Background: an optimization exercise with open tools, aiming at small area. Do not read the settings as production practice.
The RTL was checked by simulation tests, not by an equivalence proof against the original design.
Power figures rest on the tool's default switching activity, not on a simulated workload. The flow treats the clock pin as an ideal source, which a real chip does not have.

Design iperf_stats_top, start of the top module:
module iperf_stats_top (
  input  wire logic                                          ap_clk,
  input  wire logic                                          ap_rst_n,
  input  wire logic                                          ap_start,
  input  wire logic [iperf_stats_pkg::CYCLE_CNT_WIDTH-1:0]   time_in_cycles,
  input  wire logic                                          stat_load,
  input  wire logic [iperf_stats_pkg::CYCLE_CNT_WIDTH-1:0]   stat_load_value,
  input  wire logic                                          rx_data_valid,
  input  wire logic                                          rx_data_ready,
  input  wire logic [iperf_stats_pkg::KEEP_WIDTH-1:0]        rx_data_keep,
  input  wire logic                                          rx_data_last,
  input  wire logic                                          tx_data_valid,
  input  wire logic                                          tx_data_ready,
  input  wire logic [iperf_stats_pkg::KEEP_WIDTH-1:0]        tx_data_keep,
  input  wire logic                                          tx_data_last,
  input  wire logic                                          tx_meta_valid,
  input  wire logic                                          tx_meta_ready,
  input  wire logic                                          tx_status_valid,
  input  wire logic                                          tx_status_ready,
  input  wire logic [iperf_stats_pkg::TX_STATUS_WIDTH-1:0]   tx_status_data,
  input  wire logic                                          open_status_valid,
  input  wire logic                                          open_status_ready,
  input  wire logic [iperf_stats_pkg::OPEN_STATUS_WIDTH-1:0] open_status_data,
  input  wire logic                                          read_pkg_valid,
  input  wire logic                                          read_pkg_ready,
  input  wire logic [iperf_stats_pkg::READ_PKG_WIDTH-1:0]    read_pkg_data,
  output logic                                               running,
  output logic                                               ap_done,
  output logic                                               ap_idle,
  output logic [iperf_stats_pkg::CYCLE_CNT_WIDTH-1:0]        exec_cycles,
  output logic [iperf_stats_pkg::BYTE_CNT_WIDTH-1:0]         rx_bytes,
  output logic [iperf_stats_pkg::BYTE_CNT_WIDTH-1:0]         tx_bytes,
  output logic [iperf_stats_pkg::EVENT_CNT_WIDTH-1:0]        rx_pkts,
  output logic [iperf_stats_pkg::EVENT_CNT_WIDTH-1:0]        tx_pkts,
  output logic [iperf_stats_pkg::EVENT_CNT_WIDTH-1:0]        tx_cmds,
  output logic [iperf_stats_pkg::EVENT_CNT_WIDTH-1:0]        tx_stss,
  output logic [iperf_stats_pkg::EVENT_CNT_WIDTH-1:0]        tx_stss_good,
  output logic [iperf_stats_pkg::EVENT_CNT_WIDTH-1:0]        open_stss,
  output logic [iperf_stats_pkg::EVENT_CNT_WIDTH-1:0]        open_oks,
  output logic [iperf_stats_pkg::BYTE_CNT_WIDTH-1:0]         rd_req_total
);
Size in the first run: ~2300 cells after synthesis, about 530 flip-flops, about 22000 µm² of cells after synthesis.
Settings: LEC_CHECK=0, CAP_MARGIN=20, CORE_AREA=4 4 202 202, CTS_BUF_LIST=sky130_fd_sc_hd__clkbuf_8, CTS_CLUSTER_DIAMETER=50, CTS_CLUSTER_SIZE=15, DIE_AREA=0 0 206 206, SLEW_MARGIN=20; clock period 4.0 ns.
standard.sh (not shown) runs the stock make flow with config.mk's settings and CLKGATE_MAP_FILE= SYNTH_SCRIPT=/design/flow/synth_recipe.tcl, a recipe that flattens the netlist after the stock synthesis.
==> flow/flow/run.sh <==
#!/bin/bash
# The standard layout with two changes:
#  - synthesis maps the logic with an area-oriented ABC script (flow/abc_area.script) and
#    leaves adders to ABC instead of first mapping them to the library's adder cells;
#    everything else in synthesis, including the registers, is the standard flow's own script
#  - the port buffers use the smallest buffer cell
set -euo pipefail
here=$(pwd)
export AREA_ABC_SCRIPT=$here/flow/abc_area.script
export FLOW_SYNTH_TCL=$here/synth_recipe.tcl
export BUFFER_PORTS_ARGS="-buffer_cell sky130_fd_sc_hd__buf_1"
sed "s#SYNTH_SCRIPT=[^ ]*#SYNTH_SCRIPT=$here/flow/synth_area.tcl ADDER_MAP_FILE=#" standard.sh > standard_area.sh
grep -q "SYNTH_SCRIPT=$here/flow/synth_area.tcl" standard_area.sh
bash standard_area.sh > standard_make.log 2>&1
==> flow/flow/abc_area.script <==
strash
&get -n
&st
&dch
&nf -R 1000
&put
topo
stime -c
==> flow/flow/synth_area.tcl <==
# The standard flow's synthesis (synth_recipe.tcl in the work folder), with an area-oriented ABC script
proc abc {args} {
  set i [lsearch -exact $args -script]
  if { $i >= 0 } {
    lset args [expr { $i + 1 }] $::env(AREA_ABC_SCRIPT)
  }
  yosys abc {*}$args
}
source $::env(FLOW_SYNTH_TCL)
==> next run, changes <==
==> flow/flow/abc_area.script (replaced) <==
strash
&get -n
&st
&dch
&nf -R 1000
&st
&dch
&nf -R 1000
&put
topo
stime -c
- CTS_BUF_LIST: sky130_fd_sc_hd__clkbuf_8 -> sky130_fd_sc_hd__clkbuf_16
- CTS_CLUSTER_DIAMETER: 50 -> 100
- CTS_CLUSTER_SIZE: 15 -> 30
After rerunning: Sequential cell count does not change; total power went down by 7.5%; global-route usage went down by 1.1 points; die area is unchanged; routed wire length went down by 2.0%; synthesized area went down by 1.6%; maximum frequency went down by 3.5%.
==> next run, changes <==
--- a/flow/flow/run.sh
+++ b/flow/flow/run.sh
@@ -1,3 +1,3 @@
 #!/bin/bash
-# The standard layout with two changes:
+# The standard layout with these changes:
 #  - synthesis maps the logic with an area-oriented ABC script (flow/abc_area.script) and
@@ -6,2 +6,3 @@
 #  - the port buffers use the smallest buffer cell
+#  - clock tree synthesis adds no dummy loads
 set -euo pipefail
@@ -11,2 +12,3 @@
 export BUFFER_PORTS_ARGS="-buffer_cell sky130_fd_sc_hd__buf_1"
+export CTS_ARGS="-sink_clustering_enable -repair_clock_nets -sink_clustering_size 30 -sink_clustering_max_diameter 100 -buf_list sky130_fd_sc_hd__clkbuf_16 -dont_use_dummy_load -root_buf sky130_fd_sc_hd__clkbuf_8"
 sed "s#SYNTH_SCRIPT=[^ ]*#SYNTH_SCRIPT=$here/flow/synth_area.tcl ADDER_MAP_FILE=#" standard.sh > standard_area.sh
==> flow/flow/abc_area.script (replaced) <==
strash
&get -n
&st
&dch -x
&nf -R 1000
&st
&dch -x
&nf -R 1000
&put
topo
stime -c
- CTS_BUF_LIST: sky130_fd_sc_hd__clkbuf_16 -> unset
- CTS_CLUSTER_DIAMETER: 100 -> unset
- CTS_CLUSTER_SIZE: 30 -> unset
=>
- worst setup slack loses 0.063 ns
- via count shrinks by 2.2%
- final area shrinks by 0.77%
- clock-buffer cell count is unchanged
- first-iteration DRC count decreases by 17%
- routed wire length goes down by 2.3%
- clock power decreases by about 5%
- critical path depth goes down by 1
- non-clock buffer count went up by 5
- sequential power is about the same
==> next run, changes <==
==> flow/flow/run.sh (replaced) <==
#!/bin/bash
# The standard layout with two changes:
#  - synthesis maps the logic with an area-oriented ABC script (flow/abc_area.script) and
#    leaves adders to ABC instead of first mapping them to the library's adder cells;
#    everything else in synthesis, including the registers, is the standard flow's own script
#  - the port buffers use the smallest buffer cell
set -euo pipefail
here=$(pwd)
export AREA_ABC_SCRIPT=$here/flow/abc_area.script
export FLOW_SYNTH_TCL=$here/synth_recipe.tcl
export BUFFER_PORTS_ARGS="-buffer_cell sky130_fd_sc_hd__buf_1"
sed "s#SYNTH_SCRIPT=[^ ]*#SYNTH_SCRIPT=$here/flow/synth_area.tcl ADDER_MAP_FILE=#" standard.sh > standard_area.sh
grep -q "SYNTH_SCRIPT=$here/flow/synth_area.tcl" standard_area.sh
bash standard_area.sh > standard_make.log 2>&1
==> flow/flow/abc_area.script (replaced) <==
strash
&get -n
&st
&dch
&nf -R 1000
&put
topo
stime -c
- CTS_BUF_LIST: unset -> sky130_fd_sc_hd__clkbuf_16
- CTS_CLUSTER_DIAMETER: unset -> 80
- CTS_CLUSTER_SIZE: unset -> 25
- GPL_TIMING_DRIVEN: unset -> 0
=> The new run produced a clean layout; via count rises by 0.41%; global-route usage rises by 1.8 points; register-to-register slack gets better by 0.04 ns; fmax rises by 1.1%; total power rises by 9.9%.
==> next run, changes <==
--- a/flow/flow/run.sh
+++ b/flow/flow/run.sh
@@ -1,3 +1,3 @@
 #!/bin/bash
-# The standard layout with two changes:
+# The standard layout with these changes:
 #  - synthesis maps the logic with an area-oriented ABC script (flow/abc_area.script) and
@@ -6,2 +6,3 @@
 #  - the port buffers use the smallest buffer cell
+#  - clock tree synthesis adds no dummy loads
 set -euo pipefail
@@ -11,2 +12,3 @@
 export BUFFER_PORTS_ARGS="-buffer_cell sky130_fd_sc_hd__buf_1"
+export CTS_ARGS="-sink_clustering_enable -repair_clock_nets -sink_clustering_size 35 -sink_clustering_max_diameter 60 -buf_list sky130_fd_sc_hd__clkbuf_16 -dont_use_dummy_load"
 sed "s#SYNTH_SCRIPT=[^ ]*#SYNTH_SCRIPT=$here/flow/synth_area.tcl ADDER_MAP_FILE=#" standard.sh > standard_area.sh
==> flow/flow/abc_area.script (replaced) <==
strash
&get -n
&st
&dch
&nf -R 1000
&st
&dch
&nf -R 1000
&put
topo
stime -c
- CTS_CLUSTER_DIAMETER: 80 -> 100
- CTS_CLUSTER_SIZE: 25 -> 30
- GPL_TIMING_DRIVEN: 0 -> unset
The changed run completed with no timing, DRC or antenna violations. Cell area decreases by 0.70%. Area after synthesis decreases by 1.6%. Power goes up by 0.89%.

---

The RTL this note starts from:
==> flow/design.v <==
`default_nettype none
`timescale 1ns/1ps
package iperf_stats_pkg;
  localparam int STACK_WIDTH = 64;  
  localparam int KEEP_WIDTH = STACK_WIDTH / 8;  
  localparam int BEAT_BYTES_WIDTH = $clog2(KEEP_WIDTH + 1);  
  localparam int BYTE_CNT_WIDTH = 48;
  localparam int EVENT_CNT_WIDTH = 32;
  localparam int CYCLE_CNT_WIDTH = 64;  
  localparam int TX_STATUS_WIDTH = 64;
  localparam int TX_STS_ERR_MSB = 63;
  localparam int TX_STS_ERR_LSB = 62;
  localparam int OPEN_STATUS_WIDTH = 24;
  localparam int OPEN_OK_BIT = 16;  
  localparam int READ_PKG_WIDTH = 32;
  localparam int READ_LEN_LSB = 16;
  localparam int READ_LEN_WIDTH = 16;
endpackage
`default_nettype wire
`timescale 1ns/1ps
`default_nettype none
module iperf_stats_top (
  input  wire logic                                          ap_clk,
  input  wire logic                                          ap_rst_n,
  input  wire logic                                          ap_start,
  input  wire logic [iperf_stats_pkg::CYCLE_CNT_WIDTH-1:0]   time_in_cycles,
  input  wire logic                                          stat_load,
  input  wire logic [iperf_stats_pkg::CYCLE_CNT_WIDTH-1:0]   stat_load_value,
  input  wire logic                                          rx_data_valid,
  input  wire logic                                          rx_data_ready,
  input  wire logic [iperf_stats_pkg::KEEP_WIDTH-1:0]        rx_data_keep,
  input  wire logic                                          rx_data_last,
  input  wire logic                                          tx_data_valid,
  input  wire logic                                          tx_data_ready,
  input  wire logic [iperf_stats_pkg::KEEP_WIDTH-1:0]        tx_data_keep,
  input  wire logic                                          tx_data_last,
  input  wire logic                                          tx_meta_valid,
  input  wire logic                                          tx_meta_ready,
  input  wire logic                                          tx_status_valid,
  input  wire logic                                          tx_status_ready,
  input  wire logic [iperf_stats_pkg::TX_STATUS_WIDTH-1:0]   tx_status_data,
  input  wire logic                                          open_status_valid,
  input  wire logic                                          open_status_ready,
  input  wire logic [iperf_stats_pkg::OPEN_STATUS_WIDTH-1:0] open_status_data,
  input  wire logic                                          read_pkg_valid,
  input  wire logic                                          read_pkg_ready,
  input  wire logic [iperf_stats_pkg::READ_PKG_WIDTH-1:0]    read_pkg_data,
  output logic                                               running,
  output logic                                               ap_done,
  output logic                                               ap_idle,
  output logic [iperf_stats_pkg::CYCLE_CNT_WIDTH-1:0]        exec_cycles,
  output logic [iperf_stats_pkg::BYTE_CNT_WIDTH-1:0]         rx_bytes,
  output logic [iperf_stats_pkg::BYTE_CNT_WIDTH-1:0]         tx_bytes,
  output logic [iperf_stats_pkg::EVENT_CNT_WIDTH-1:0]        rx_pkts,
  output logic [iperf_stats_pkg::EVENT_CNT_WIDTH-1:0]        tx_pkts,
  output logic [iperf_stats_pkg::EVENT_CNT_WIDTH-1:0]        tx_cmds,
  output logic [iperf_stats_pkg::EVENT_CNT_WIDTH-1:0]        tx_stss,
  output logic [iperf_stats_pkg::EVENT_CNT_WIDTH-1:0]        tx_stss_good,
  output logic [iperf_stats_pkg::EVENT_CNT_WIDTH-1:0]        open_stss,
  output logic [iperf_stats_pkg::EVENT_CNT_WIDTH-1:0]        open_oks,
  output logic [iperf_stats_pkg::BYTE_CNT_WIDTH-1:0]         rd_req_total
);
  localparam int CW = iperf_stats_pkg::CYCLE_CNT_WIDTH;
  localparam int BW = iperf_stats_pkg::BYTE_CNT_WIDTH;
  localparam int EW = iperf_stats_pkg::EVENT_CNT_WIDTH;
  logic          ap_start_q;
  logic [CW-1:0] run_len;
  logic          run_start;
  logic          clr;        
  logic          sel;        
  assign run_start = ap_start & ~ap_start_q;
  assign clr       = ~ap_rst_n | run_start;
  assign sel       = clr | stat_load;
  assign ap_idle = ~running & ~ap_done;
  always_ff @(posedge ap_clk) begin
    if (!ap_rst_n) begin
      ap_start_q <= 1'b0;
      running    <= 1'b0;
      ap_done    <= 1'b0;
    end else begin
      ap_start_q <= ap_start;
      if (run_start) begin
        running <= 1'b1;
        ap_done <= 1'b0;
      end else begin
        ap_done <= running & (exec_cycles == run_len);
        if (running & (exec_cycles == run_len)) running <= 1'b0;
      end
    end
  end
  always_ff @(posedge ap_clk) begin
    if (run_start) run_len <= time_in_cycles;
  end
  logic [3:0]  rx_amt, tx_amt;
  logic        rx_pkt, tx_pkt, tx_cmd, tx_sts, tx_sts_good, open_sts, open_ok;
  logic [15:0] rd_amt;
  function automatic logic [3:0] count_keep(input logic [7:0] keep);
    logic [3:0] n;
    n = '0;
    for (int i = 0; i < 8; i++) n = n + {3'b000, keep[i]};
    count_keep = n;
  endfunction
  logic rx_hs, tx_hs, meta_hs, sts_hs, open_hs, rd_hs;
  assign rx_hs   = rx_data_valid & rx_data_ready & ap_rst_n;
  assign tx_hs   = tx_data_valid & tx_data_ready & ap_rst_n;
  assign meta_hs = tx_meta_valid & tx_meta_ready & ap_rst_n;
  assign sts_hs  = tx_status_valid & tx_status_ready & ap_rst_n;
  assign open_hs = open_status_valid & open_status_ready & ap_rst_n;
  assign rd_hs   = read_pkg_valid & read_pkg_ready & ap_rst_n;
  always_ff @(posedge ap_clk) begin
    rx_amt      <= count_keep(rx_data_keep) & {4{rx_hs}};
    tx_amt      <= count_keep(tx_data_keep) & {4{tx_hs}};
    rx_pkt      <= rx_hs & rx_data_last;
    tx_pkt      <= tx_hs & tx_data_last;
    tx_cmd      <= meta_hs;
    tx_sts      <= sts_hs;
    tx_sts_good <= sts_hs & (tx_status_data[63:62] == 2'b00);
    open_sts    <= open_hs;
    open_ok     <= open_hs & open_status_data[16];
    rd_amt      <= read_pkg_data[31:16] & {16{rd_hs}};
  end
  logic          keep_cnt;   
  logic [CW-1:0] ld_sel;     
  assign keep_cnt = ~sel;
  assign ld_sel   = stat_load_value & {CW{stat_load & ~clr}};
  function automatic logic [CW:0] inc(input logic [CW-1:0] q, input logic cin, input int w);
    logic [CW:0] c;
    logic        bc;
    logic [CW:0] r;
    bc = cin;
    c  = '0;
    for (int i = 0; i < CW; i++) begin
      if (i % 4 == 0) c[i] = bc;
      else c[i] = c[i-1] & q[i-1];
      if (i % 4 == 3) bc = bc & q[i] & q[i-1] & q[i-2] & q[i-3];
    end
    r = '0;
    for (int i = 0; i < CW; i++) if (i < w) r[i] = q[i] ^ c[i];
    r[CW] = bc;
    inc = r;
  endfunction
  logic [CW:0] exec_inc;
  assign exec_inc = inc(exec_cycles, running, CW);
  always_ff @(posedge ap_clk) begin
    exec_cycles  <= ld_sel | ({CW{keep_cnt}} & exec_inc[CW-1:0]);
  end
  logic [EW:0] rx_pkts_n, tx_pkts_n, tx_cmds_n, tx_stss_n, tx_stss_good_n, open_stss_n, open_oks_n;
  logic [CW:0] t0, t1, t2, t3, t4, t5, t6;
  assign t0 = inc({{(CW-EW){1'b0}}, rx_pkts}, rx_pkt, EW);
  assign t1 = inc({{(CW-EW){1'b0}}, tx_pkts}, tx_pkt, EW);
  assign t2 = inc({{(CW-EW){1'b0}}, tx_cmds}, tx_cmd, EW);
  assign t3 = inc({{(CW-EW){1'b0}}, tx_stss}, tx_sts, EW);
  assign t4 = inc({{(CW-EW){1'b0}}, tx_stss_good}, tx_sts_good, EW);
  assign t5 = inc({{(CW-EW){1'b0}}, open_stss}, open_sts, EW);
  assign t6 = inc({{(CW-EW){1'b0}}, open_oks}, open_ok, EW);
  logic [4:0]  rx_lo, tx_lo;
  logic [16:0] rd_lo;
  logic [CW:0] rx_hi, tx_hi, rd_hi;
  assign rx_lo = {1'b0, rx_bytes[3:0]} + {1'b0, rx_amt};
  assign tx_lo = {1'b0, tx_bytes[3:0]} + {1'b0, tx_amt};
  assign rd_lo = {1'b0, rd_req_total[15:0]} + {1'b0, rd_amt};
  assign rx_hi = inc({{(CW-BW+4){1'b0}}, rx_bytes[BW-1:4]}, rx_lo[4], BW-4);
  assign tx_hi = inc({{(CW-BW+4){1'b0}}, tx_bytes[BW-1:4]}, tx_lo[4], BW-4);
  assign rd_hi = inc({{(CW-BW+16){1'b0}}, rd_req_total[BW-1:16]}, rd_lo[16], BW-16);
  always_ff @(posedge ap_clk) begin
    rx_bytes     <= ld_sel[BW-1:0] | ({BW{keep_cnt}} & {rx_hi[BW-5:0], rx_lo[3:0]});
    tx_bytes     <= ld_sel[BW-1:0] | ({BW{keep_cnt}} & {tx_hi[BW-5:0], tx_lo[3:0]});
    rd_req_total <= ld_sel[BW-1:0] | ({BW{keep_cnt}} & {rd_hi[BW-17:0], rd_lo[15:0]});
    rx_pkts      <= ld_sel[EW-1:0] | ({EW{keep_cnt}} & t0[EW-1:0]);
    tx_pkts      <= ld_sel[EW-1:0] | ({EW{keep_cnt}} & t1[EW-1:0]);
    tx_cmds      <= ld_sel[EW-1:0] | ({EW{keep_cnt}} & t2[EW-1:0]);
    tx_stss      <= ld_sel[EW-1:0] | ({EW{keep_cnt}} & t3[EW-1:0]);
    tx_stss_good <= ld_sel[EW-1:0] | ({EW{keep_cnt}} & t4[EW-1:0]);
    open_stss    <= ld_sel[EW-1:0] | ({EW{keep_cnt}} & t5[EW-1:0]);
    open_oks     <= ld_sel[EW-1:0] | ({EW{keep_cnt}} & t6[EW-1:0]);
  end
endmodule
`default_nettype wire
==> flow/config.mk <==
export PLATFORM = sky130hd
export DESIGN_NAME = iperf_stats_top
export DESIGN_NICKNAME = iperf_stats_top
export VERILOG_FILES = /design/flow/design.v
export SDC_FILE = /design/flow/constraint.sdc
export NUM_CORES = 4
export LEC_CHECK = 0
export CAP_MARGIN = 20
export CORE_AREA = 12 12 194 194
export CTS_BUF_LIST = sky130_fd_sc_hd__clkbuf_16
export CTS_CLUSTER_DIAMETER = 80
export CTS_CLUSTER_SIZE = 25
export DIE_AREA = 0 0 206 206
export SLEW_MARGIN = 20
==> flow/constraint.sdc <==
create_clock -name core_clock -period 4.0 [get_ports {ap_clk}]
set_input_delay 0.8000 -clock core_clock [delete_from_list [all_inputs] [get_ports {ap_clk}]]
set_output_delay 0.8000 -clock core_clock [all_outputs]
set_load 0.01 [all_outputs]
==> flow/flow/run.sh <==
#!/bin/bash
# The standard layout with two changes:
#  - synthesis maps the logic with an area-oriented ABC script (flow/abc_area.script) and
#    leaves adders to ABC instead of first mapping them to the library's adder cells;
#    everything else in synthesis, including the registers, is the standard flow's own script
#  - the port buffers use the smallest buffer cell
set -euo pipefail
here=$(pwd)
export AREA_ABC_SCRIPT=$here/flow/abc_area.script
export FLOW_SYNTH_TCL=$here/synth_recipe.tcl
export BUFFER_PORTS_ARGS="-buffer_cell sky130_fd_sc_hd__buf_1"
sed "s#SYNTH_SCRIPT=[^ ]*#SYNTH_SCRIPT=$here/flow/synth_area.tcl ADDER_MAP_FILE=#" standard.sh > standard_area.sh
grep -q "SYNTH_SCRIPT=$here/flow/synth_area.tcl" standard_area.sh
bash standard_area.sh > standard_make.log 2>&1
==> flow/flow/abc_area.script <==
strash
dc2
&get -n
&st
&dch -f
&nf -a -R 1000
&put
topo
stime -c
Scripts as last shown in full above: flow/flow/synth_area.tcl
The baseline did not get past 5_1_grt.
Change:
==> flow/flow/run.sh (replaced) <==
#!/bin/bash
# The standard layout with two changes:
#  - synthesis maps the logic with an area-oriented ABC script (flow/abc_area.script);
#    everything else in synthesis, including the registers, is the standard flow's own script
#  - the port buffers use the smallest buffer cell
set -euo pipefail
here=$(pwd)
export AREA_ABC_SCRIPT=$here/flow/abc_area.script
export FLOW_SYNTH_TCL=$here/synth_recipe.tcl
export BUFFER_PORTS_ARGS="-buffer_cell sky130_fd_sc_hd__buf_1"
sed "s#SYNTH_SCRIPT=[^ ]*#SYNTH_SCRIPT=$here/flow/synth_area.tcl#" standard.sh > standard_area.sh
grep -q "SYNTH_SCRIPT=$here/flow/synth_area.tcl" standard_area.sh
bash standard_area.sh > standard_make.log 2>&1
==> flow/flow/abc_area.script (replaced) <==
strash
&get -n
&st
&dch -f
&nf -a -R 1000
&put
topo
stime -c
Settings changed: CORE_AREA 12 12 194 194 to not set, CORE_MARGIN set to 2, CORE_UTILIZATION set to 55, CTS_BUF_LIST sky130_fd_sc_hd__clkbuf_16 to sky130_fd_sc_hd__clkbuf_8 sky130_fd_sc_hd__clkbuf_16, CTS_CLUSTER_DIAMETER 80 to 60, CTS_CLUSTER_SIZE 25 to 16, DIE_AREA 0 0 206 206 to not set.
Result: With this change the flow ran to the end with no violations; synthesized area grows by 9.8%; synthesized cell count shrinks by 1.3%.

-- port drivers added, routing unchanged --
The results above use ideal ports. As a check the final layouts listed here were re-extracted and re-timed, cells and wires unchanged. Step 1: set_driving_cell puts a clkbuf_16 on ap_clk and a buf_2 on each other input, an assumption about the parent block. Step 2, shift: input delay + t, output delay - t, t = (earliest + latest rising clock arrival at the registers) / 2. This alone moves slack from input paths to output paths. Slacks: no drivers / after step 1 / after step 2; pairs: no drivers / after step 1.
run	t (ns)	setup WS [ns]	hold WS [ns]	worst data-port slew with drivers (ns)
the first run of note 1	0.706	0.431 / 0.431 / 0.431	0.301 / 0.272 / 0.541	0.10
the second run of note 1	0.611	0.301 / 0.301 / 0.301	0.398 / 0.369 / 0.536	0.15
the third run of note 1	0.692	0.238 / 0.238 / 0.238	0.281 / 0.258 / 0.538	0.13
the fourth run of note 1	0.653	0.280 / 0.280 / 0.280	0.351 / 0.325 / 0.542	0.09
the fifth run of note 1	0.613	0.289 / 0.289 / 0.289	0.385 / 0.371 / 0.524	0.13
the second run of note 2	0.631	0.158 / 0.158 / 0.158	0.382 / 0.352 / 0.541	0.12
After both steps every run listed still meets setup and hold.
